Source: an optimization exercise on an open RTL-to-GDS flow (aim: small area). Production flows keep margins and buffers that such runs may drop. Where RTL was checked, it was by simulation tests only, not by an equivalence proof against the original. Power and IR drop assume default switching activity.

==> wip/harbor <==
==> flow/design.v (excerpt) <==
module rv32i_core
(
    input  logic        clk,
    input  logic        rst,
    output logic [31:0] fetch_pc,
    input  logic [31:0] fetch_instr,
    output logic        retire_valid,
    output logic [31:0] retire_pc,
    output logic [4:0]  retire_rd,
    output logic [31:0] retire_value
);
clock: 10.0 ns
lec_check: 0
cap_margin: 20
core_margin: 2
core_utilization: 30
slew_margin: 20
run.sh (not shown) runs the stock make flow with config.mk's settings and CLKGATE_MAP_FILE= SYNTH_SCRIPT=/design/flow/synth_recipe.tcl, a recipe that flattens the netlist after the stock synthesis.
==> inputs of wip/xenon, as changes to wip/harbor <==
--- a/flow/design.v
+++ b/flow/design.v
@@ -124,18 +124,20 @@
             always_ff @(posedge clk)
                 ring <= {we ? wdata : ring[1:0], ring[31:2]};
             assign tap[gr] = ring[1:0];
         end
     endgenerate
-    wire [1:0] a = (wbv && wbrd == rs1) ? R[1:0] : tap[rs1];
-    wire [1:0] b = (wbv && wbrd == rs2) ? R[1:0] : tap[rs2];
-    wire tgt_rev = (st != 2'd0);     
+    wire       two_reg = is_reg || is_br;
+    wire [4:0] ridx    = (st == 2'd0 && two_reg) ? rs2 : rs1;
+    wire [1:0] a       = (wbv && wbrd == ridx) ? R[1:0] : tap[ridx];
+    wire is_rr = (is_reg && !is_shift) || is_br;
+    wire tgt_rev = is_br && (st == 2'd2);    
     wire use_pc  = is_auipc || is_jal || tgt_rev;
-    wire use_imm = !is_reg && !(is_br && !tgt_rev);
+    wire use_imm = !is_rr || tgt_rev;
     wire inv     = is_sub || is_slt || (is_br && !tgt_rev);
     wire [1:0] op1  = is_lui ? 2'b00 : (use_pc ? pcp : a);
-    wire [1:0] op2r = use_imm ? immp : b;
+    wire [1:0] op2r = use_imm ? immp : N[1:0];
     wire [1:0] op2  = inv ? ~op2r : op2r;
     wire       cin  = first ? inv : ca;
     wire       c1   = (op1[0] & op2[0]) | (op1[0] & cin) | (op2[0] & cin);
     wire       cout = (op1[1] & op2[1]) | (op1[1] & c1) | (op2[1] & c1);
     wire [1:0] sum  = {op1[1] ^ op2[1] ^ c1, op1[0] ^ op2[0] ^ cin};
@@ -177,50 +179,51 @@
     logic [1:0] nin;
     always_comb
     begin
         rin = alu;
         nin = pc4;
-        if (st == 2'd0)
+        if (is_shift)
+        begin
+            case (st)
+                2'd0:    rin = is_reg ? a : immp;
+                2'd1:    nin = a;
+                2'd2:
+                begin
+                    rin = shx;
+                    nin = N[1:0];
+                end
+                default: rin = R[1:0];
+            endcase
+        end
+        else if (is_rr)
+        begin
+            if (st == 2'd0)
+                nin = a;
+            if (is_br)
+                rin = 2'b00;
+            if (tgt_rev)
+                nin = sum;
+        end
+        else
         begin
             if (is_jal || is_jalr)
                 rin = pc4;
-            else if (is_br)
-                rin = 2'b00;
-            else if (is_shift)
-                rin = op2r;
             if (is_jal)
                 nin = sum;
             else if (is_jalr)
                 nin = {sum[1], sum[0] & !first};
-            else if (is_shift)
-                nin = a;
-        end
-        else if (st == 2'd1)
-        begin
-            if (is_br)
-            begin
-                rin = 2'b00;
-                nin = sum;
-            end
-            else
-            begin
-                rin = shx;
-                nin = N[1:0];
-            end
-        end
-        else
-        begin
-            rin = R[1:0];
         end
         if (clr)
             nin = 2'b00;
     end
-    wire        slt_fix = last && (st == 2'd0) && is_slt;
-    wire [31:0] R_d = {rin, R[31:3], slt_fix ? (is_reg || is_imm) && (f3[0] ? ltu : lt) : R[2]};
+    wire        slt_fix = last && (st == 2'd1 || !is_reg) && is_slt;
+    wire [31:0] R_d = {rin, R[31:3], slt_fix ? (f3[0] ? ltu : lt) : R[2]};
     wire [31:0] N_d = {nin, N[31:2]};
-    wire done0  = (st == 2'd0) && legal && !is_shift && !(is_br && taken);
-    wire retire = !clr && ((done0) || (st == 2'd1 && is_br) || (st == 2'd2));
+    wire retire = !clr && legal &&
+                  (is_shift ? (st == 2'd3) :
+                   is_rr    ? (st == 2'd2 || (st == 2'd1 && !(is_br && taken))) :
+                              1'b1);
     wire load   = clr || (st == 2'd0 && !legal) || retire;
     assign retire_valid = last && retire;
     assign retire_pc    = fetch_pc;
     assign retire_rd    = is_br ? 5'd0 : rd;
     assign retire_value = R_d;
@@ -229,11 +232,11 @@
         R  <= R_d;
         N  <= N_d;
         ca <= cout;
         cb <= bcout;
         z  <= zero;
-        if (last && st == 2'd0)
+        if (last && st == 2'd1)
             sg <= a[1];
         if (rst)
         begin
             ph  <= 4'd0;
             clr <= 1'b1;
@@ -252,26 +255,16 @@
                 if (retire)
                 begin
                     wbv  <= !is_br && (rd != 5'd0);
                     wbrd <= rd;
                 end
-                if (clr)
+                if (clr || !legal || retire)
                     st <= 2'd0;
-                else if (st == 2'd0)
-                begin
-                    if (legal && is_shift)
-                    begin
-                        st   <= 2'd1;
-                        wbrd <= R_d[4:0];
-                    end
-                    else if (is_br && taken)
-                        st <= 2'd1;
-                end
-                else if (st == 2'd1)
-                    st <= is_br ? 2'd0 : 2'd2;
                 else
-                    st <= 2'd0;
+                    st <= st + 2'd1;
+                if (is_shift && st == 2'd0)
+                    wbrd <= R_d[4:0];
             end
         end
     end
 endmodule
 `default_nettype wire
Settings changed: ABC_AREA set to 1, CORE_UTILIZATION 30 to 50, CTS_BUF_LIST set to sky130_fd_sc_hd__clkbuf_4, CTS_CLUSTER_SIZE set to 30.
==> inputs of wip/amber, as changes to wip/harbor <==
--- a/flow/design.v
+++ b/flow/design.v
@@ -124,18 +124,20 @@
             always_ff @(posedge clk)
                 ring <= {we ? wdata : ring[1:0], ring[31:2]};
             assign tap[gr] = ring[1:0];
         end
     endgenerate
-    wire [1:0] a = (wbv && wbrd == rs1) ? R[1:0] : tap[rs1];
-    wire [1:0] b = (wbv && wbrd == rs2) ? R[1:0] : tap[rs2];
-    wire tgt_rev = (st != 2'd0);     
+    wire       two_reg = is_reg || is_br;
+    wire [4:0] ridx    = (st == 2'd0 && two_reg) ? rs2 : rs1;
+    wire [1:0] a       = (wbv && wbrd == ridx) ? R[1:0] : tap[ridx];
+    wire is_rr = (is_reg && !is_shift) || is_br;
+    wire tgt_rev = is_br && (st == 2'd2);    
     wire use_pc  = is_auipc || is_jal || tgt_rev;
-    wire use_imm = !is_reg && !(is_br && !tgt_rev);
+    wire use_imm = !is_rr || tgt_rev;
     wire inv     = is_sub || is_slt || (is_br && !tgt_rev);
     wire [1:0] op1  = is_lui ? 2'b00 : (use_pc ? pcp : a);
-    wire [1:0] op2r = use_imm ? immp : b;
+    wire [1:0] op2r = use_imm ? immp : N[1:0];
     wire [1:0] op2  = inv ? ~op2r : op2r;
     wire       cin  = first ? inv : ca;
     wire       c1   = (op1[0] & op2[0]) | (op1[0] & cin) | (op2[0] & cin);
     wire       cout = (op1[1] & op2[1]) | (op1[1] & c1) | (op2[1] & c1);
     wire [1:0] sum  = {op1[1] ^ op2[1] ^ c1, op1[0] ^ op2[0] ^ cin};
@@ -177,50 +179,51 @@
     logic [1:0] nin;
     always_comb
     begin
         rin = alu;
         nin = pc4;
-        if (st == 2'd0)
+        if (is_shift)
+        begin
+            case (st)
+                2'd0:    rin = is_reg ? a : immp;
+                2'd1:    nin = a;
+                2'd2:
+                begin
+                    rin = shx;
+                    nin = N[1:0];
+                end
+                default: rin = R[1:0];
+            endcase
+        end
+        else if (is_rr)
+        begin
+            if (st == 2'd0)
+                nin = a;
+            if (is_br)
+                rin = 2'b00;
+            if (tgt_rev)
+                nin = sum;
+        end
+        else
         begin
             if (is_jal || is_jalr)
                 rin = pc4;
-            else if (is_br)
-                rin = 2'b00;
-            else if (is_shift)
-                rin = op2r;
             if (is_jal)
                 nin = sum;
             else if (is_jalr)
                 nin = {sum[1], sum[0] & !first};
-            else if (is_shift)
-                nin = a;
-        end
-        else if (st == 2'd1)
-        begin
-            if (is_br)
-            begin
-                rin = 2'b00;
-                nin = sum;
-            end
-            else
-            begin
-                rin = shx;
-                nin = N[1:0];
-            end
-        end
-        else
-        begin
-            rin = R[1:0];
         end
         if (clr)
             nin = 2'b00;
     end
-    wire        slt_fix = last && (st == 2'd0) && is_slt;
-    wire [31:0] R_d = {rin, R[31:3], slt_fix ? (is_reg || is_imm) && (f3[0] ? ltu : lt) : R[2]};
+    wire        slt_fix = last && (st == 2'd1 || !is_reg) && is_slt;
+    wire [31:0] R_d = {rin, R[31:3], slt_fix ? (f3[0] ? ltu : lt) : R[2]};
     wire [31:0] N_d = {nin, N[31:2]};
-    wire done0  = (st == 2'd0) && legal && !is_shift && !(is_br && taken);
-    wire retire = !clr && ((done0) || (st == 2'd1 && is_br) || (st == 2'd2));
+    wire retire = !clr && legal &&
+                  (is_shift ? (st == 2'd3) :
+                   is_rr    ? (st == 2'd2 || (st == 2'd1 && !(is_br && taken))) :
+                              1'b1);
     wire load   = clr || (st == 2'd0 && !legal) || retire;
     assign retire_valid = last && retire;
     assign retire_pc    = fetch_pc;
     assign retire_rd    = is_br ? 5'd0 : rd;
     assign retire_value = R_d;
@@ -229,11 +232,11 @@
         R  <= R_d;
         N  <= N_d;
         ca <= cout;
         cb <= bcout;
         z  <= zero;
-        if (last && st == 2'd0)
+        if (last && st == 2'd1)
             sg <= a[1];
         if (rst)
         begin
             ph  <= 4'd0;
             clr <= 1'b1;
@@ -252,26 +255,16 @@
                 if (retire)
                 begin
                     wbv  <= !is_br && (rd != 5'd0);
                     wbrd <= rd;
                 end
-                if (clr)
+                if (clr || !legal || retire)
                     st <= 2'd0;
-                else if (st == 2'd0)
-                begin
-                    if (legal && is_shift)
-                    begin
-                        st   <= 2'd1;
-                        wbrd <= R_d[4:0];
-                    end
-                    else if (is_br && taken)
-                        st <= 2'd1;
-                end
-                else if (st == 2'd1)
-                    st <= is_br ? 2'd0 : 2'd2;
                 else
-                    st <= 2'd0;
+                    st <= st + 2'd1;
+                if (is_shift && st == 2'd0)
+                    wbrd <= R_d[4:0];
             end
         end
     end
 endmodule
 `default_nettype wire
Settings changed: ABC_AREA set to 1.
==> qor summary <==
metric	wip/xenon	wip/harbor	wip/amber
Die Y-Extent	240 um	314 um	309 um
Net count reported at finish	2541	2248	2356
Post-Syn Nets	2214	2108	2214
Placement row count	86	113	111
Number of buffers other than clock buffers in the final layout	144	178	142
Area fraction of the dominant cell type after synthesis	76.4%	74.2%	76.4%
Max IR drop VDD	0.161 mV	0.143 mV	0.164 mV
Logic inverters	122	25	122
Highest metal layer with signal wires	met4	met5	met4
Met1 wire length	26.4 mm	30.1 mm	25.7 mm
Fraction of final layout cells sized beyond drive strength 1	18.4%	12.6%	9.08%
Switching power summed over all nets	1.72 mW	1.91 mW	1.70 mW
Status	no timing/DRC/antenna violations	no timing/DRC/antenna violations	no timing/DRC/antenna violations
Floorplan die width	240 um	314 um	309 um
Number of multi-input logic gates	827	777	827
Area share of buffers outside the clock network	4.30%	5.03%	4.19%
Final weighted congestion in routability-driven placement	0.923	0.861	0.871
Internal power component	6.45 mW	6.99 mW	6.66 mW
Minimum clock period	8880 ps	9680 ps	9070 ps
Only the layout flow was run in wip/xenon and wip/amber; the RTL was not checked for function there.

## what the ideal ports hide
No port has a modelled driver above. Below, the same layouts with a new extraction and two added sets of constraints. Step 1: set_driving_cell puts a clkbuf_16 on clk and a buf_2 on each other input, an assumption about the parent block. Step 2 moves the port delays by t, midway between the first and last clock arrival at a register: inputs arrive t later, outputs are due t later. That takes back most of the time a late clock gives input paths. Slacks: ideal ports / drivers / drivers and shift; pairs: ideal ports / drivers.
run | t, ns | setup slack, ns | cell pins on the clock port's net
wip/harbor | 0.703 | 0.318 / 0.268 / 0.268 | 1
wip/xenon | 1.032 | 1.121 / 1.087 / 1.087 | 1
wip/amber | 0.682 | 0.929 / 0.908 / 0.908 | 1
After both steps every run listed still meets setup and hold. The setup slack of wip/harbor, which loses most, moves by -0.050 ns with the drivers and by -0.050 ns with both steps.
